This is an optimization exercise on Yosys and OpenROAD, whose aim is small area, not a production implementation.
Only simulation tests tie the RTL to the original design; equivalence was not proved.
Power is estimated from default activity; no workload was simulated.

04-19:
## la_capture_engine
module la_capture_engine #(
  parameter int unsigned CHANNEL_COUNT  = 10,
  parameter int unsigned SAMPLE_DEPTH   = 160,
  parameter int unsigned PRESCALE_WIDTH = 16,
  localparam int unsigned AW = $clog2(SAMPLE_DEPTH),
  localparam int unsigned TW = (CHANNEL_COUNT > 1) ? $clog2(CHANNEL_COUNT) : 1
) (
  input  logic                      clk,
  input  logic                      reset,
  input  logic [CHANNEL_COUNT-1:0]  chan_in,
  input  logic [CHANNEL_COUNT-1:0]  chan_enable,
  input  logic                      arm,
  input  logic [TW-1:0]             trig_channel,
  input  logic [1:0]                trig_mode,
  input  logic [PRESCALE_WIDTH-1:0] prescale,
  input  logic [AW-1:0]             pretrig_count,
  input  logic [AW-1:0]             rd_addr,
  output logic [CHANNEL_COUNT-1:0]  rd_data,
  output logic [2:0]                cap_state,
  output logic                      done
);
make LEC_CHECK=0 CAP_MARGIN=20 CORE_MARGIN=2 CORE_UTILIZATION=45 CTS_CLUSTER_DIAMETER=120 CTS_CLUSTER_SIZE=28 PLACE_DENSITY=0.6 SLEW_MARGIN=20 SYNTH_HIERARCHICAL=1 finish   # period 4.4 ns
run.sh (not shown) runs the stock make flow with config.mk's settings and CLKGATE_MAP_FILE= SYNTH_SCRIPT=/design/flow/synth_recipe.tcl, a recipe that flattens the netlist after the stock synthesis.
[inputs] 08-23 vs 04-19
==> flow/flow/run.sh (new file) <==
#!/bin/bash
# The standard layout (the standard.sh with the standard synthesis unchanged), with
# two settings changed: the clock tree is built without dummy loads (same sink clustering
# as config.mk asks for), and ports are buffered with buf_2.
cp standard.sh standard_sh_copy.log
export CTS_ARGS="-sink_clustering_enable -repair_clock_nets -dont_use_dummy_load -sink_clustering_size 28 -sink_clustering_max_diameter 120"
export BUFFER_PORTS_ARGS="-buffer_cell sky130_fd_sc_hd__buf_2"
bash standard.sh > standard_flow.log 2>&1
==> flow/standard.sh (new file) <==
#!/bin/bash
# synth_recipe.tcl (not shown) runs the flow's synth.tcl, then flattens the netlist and writes it again
# the make line also repeats each setting of config.mk as NAME=value (left out here)
make -C /OpenROAD-flow-scripts/flow DESIGN_CONFIG=/design/flow/config.mk WORK_HOME=/design/flow/orfs CLKGATE_MAP_FILE= SYNTH_SCRIPT=/design/flow/synth_recipe.tcl "${@:-finish}"
diff --git a/flow/config.mk b/flow/config.mk
--- a/flow/config.mk
+++ b/flow/config.mk
@@ -9,6 +9,6 @@
 export CORE_MARGIN = 2
-export CORE_UTILIZATION = 45
+export CORE_UTILIZATION = 55
 export CTS_CLUSTER_DIAMETER = 120
 export CTS_CLUSTER_SIZE = 28
-export PLACE_DENSITY = 0.6
+export PLACE_DENSITY = 0.7
 export SLEW_MARGIN = 20
removed: flow/run.sh
==> run summary <==
04-19 -> 08-23: number of hold buffers added after CTS delta 0, exact match. Compared with 04-19, 08-23 shows net total in the final layout lower by about 2.4%. Per the comparison of 08-23 with 04-19, combinational share of power has decreased, portion of the clock cycle consumed by the worst path in the final layout higher, pin slew with the least headroom to its limit now sits higher, sequential share of layout area grew by 2.3 points. On 08-23: maximum number of pins on one net before global-route repair is 33 higher than what 04-19 gave. Between 08-23 and 04-19, clock insertion delay at the later pin of the skew report is higher for 04-19, 08-23 comes in under that. NOTE half-perimeter wire length of the detailed placement result 04-19->08-23 decreased by more than 10%. On final period demand of the worst path: between 08-23 and 04-19, it ends up higher for 08-23.

* * *

la_capture_engine, a different RTL version from the one above (not shown whole).
Size in the first run: ~3400 cells after synthesis, ~1800 flip-flops, roughly 75 I/O pins, ~50000 um^2 of cells after synthesis.
export LEC_CHECK = 0
export CAP_MARGIN = 20
export CORE_MARGIN = 2
export CORE_UTILIZATION = 60
export CTS_BUF_LIST = sky130_fd_sc_hd__clkbuf_8
export CTS_CLUSTER_DIAMETER = 80
export CTS_CLUSTER_SIZE = 16
export PLACE_DENSITY = 0.75
export SLEW_MARGIN = 20
export SYNTH_HIERARCHICAL = 1
create_clock -name core_clock -period 4.4 [get_ports {clk}]
standard.sh (not shown) runs the stock make flow with config.mk's settings and CLKGATE_MAP_FILE= SYNTH_SCRIPT=/design/flow/synth_recipe.tcl, a recipe that flattens the netlist after the stock synthesis.
==> flow/flow/run.sh <==
#!/bin/bash
# The standard layout (the standard.sh with the standard synthesis unchanged), with
# two settings changed: the clock tree is built without dummy loads, from clkbuf_8 leaf
# buffers driving clusters of up to 16 sinks (clkbuf_16 at the root), and ports are
# buffered with buf_2.
cp standard.sh standard_sh_copy.log
export CTS_ARGS="-sink_clustering_enable -repair_clock_nets -dont_use_dummy_load -sink_clustering_size 16 -sink_clustering_max_diameter 80 -buf_list sky130_fd_sc_hd__clkbuf_8 -root_buf sky130_fd_sc_hd__clkbuf_16"
export BUFFER_PORTS_ARGS="-buffer_cell sky130_fd_sc_hd__buf_2"
bash standard.sh > standard_flow.log 2>&1
The first run ran to the end with no violations.
Change:
==> flow/flow/run.sh (replaced) <==
#!/bin/bash
# The standard layout (the standard.sh with the standard synthesis unchanged), with
# two settings changed: the clock tree is built without dummy loads (same sink clustering
# as config.mk asks for), and ports are buffered with buf_2.
cp standard.sh standard_sh_copy.log
export CTS_ARGS="-sink_clustering_enable -repair_clock_nets -dont_use_dummy_load -sink_clustering_size 28 -sink_clustering_max_diameter 120"
export BUFFER_PORTS_ARGS="-buffer_cell sky130_fd_sc_hd__buf_2"
bash standard.sh > standard_flow.log 2>&1
Settings changed: CTS_BUF_LIST sky130_fd_sc_hd__clkbuf_8 to default, CTS_CLUSTER_DIAMETER 80 to 120, CTS_CLUSTER_SIZE 16 to 28.
- The changed run completed without violations
- sequential power is about the same
- global-route usage drops by 0.17 points
- utilization is about the same
- clock power came out higher by 3.2%
- maximum frequency is about the same
- routed wire length shrinks by 0.44%

port drivers added, routing unchanged:
The flow's constraints put no driver on any port. The routed layouts listed below were extracted and timed again, unchanged, in two steps. Step 1 (the two cells are an assumption about what drives the block):
set clk [get_ports {clk}]
set_driving_cell -lib_cell sky130_fd_sc_hd__clkbuf_16 $clk
set_driving_cell -lib_cell sky130_fd_sc_hd__buf_2 [delete_from_list [all_inputs] $clk]
Step 2 times the ports against the registers' clock, not the clock port: input delays grow and output delays shrink by t, the midpoint of the rising clock arrivals with the driver on. Slacks: ideal ports / drivers / drivers and shift; pairs: ideal ports / drivers.
run | shift t [ns] | setup WS [ns] | slew at the worst register clock pin (ns) | pins driven straight from the clock port
04-19 | 0.756 | 0.551 / 0.535 / -0.221 | 0.11 / 0.11 | 1
08-23 | 0.691 | 0.470 / 0.470 / 0.140 | 0.12 / 0.12 | 1
the first run of note 2 | 0.706 | 0.602 / 0.609 / -0.068 | 0.10 / 0.10 | 1
the second run of note 2 | 0.706 | 0.598 / 0.606 / -0.065 | 0.11 / 0.11 | 1
With both steps, setup timing fails in 04-19, the first run of note 2 and the second run of note 2, where it was met with ideal ports. The setup slack of 04-19, which loses most, moves by -0.016 ns with the drivers and by -0.772 ns with both steps.
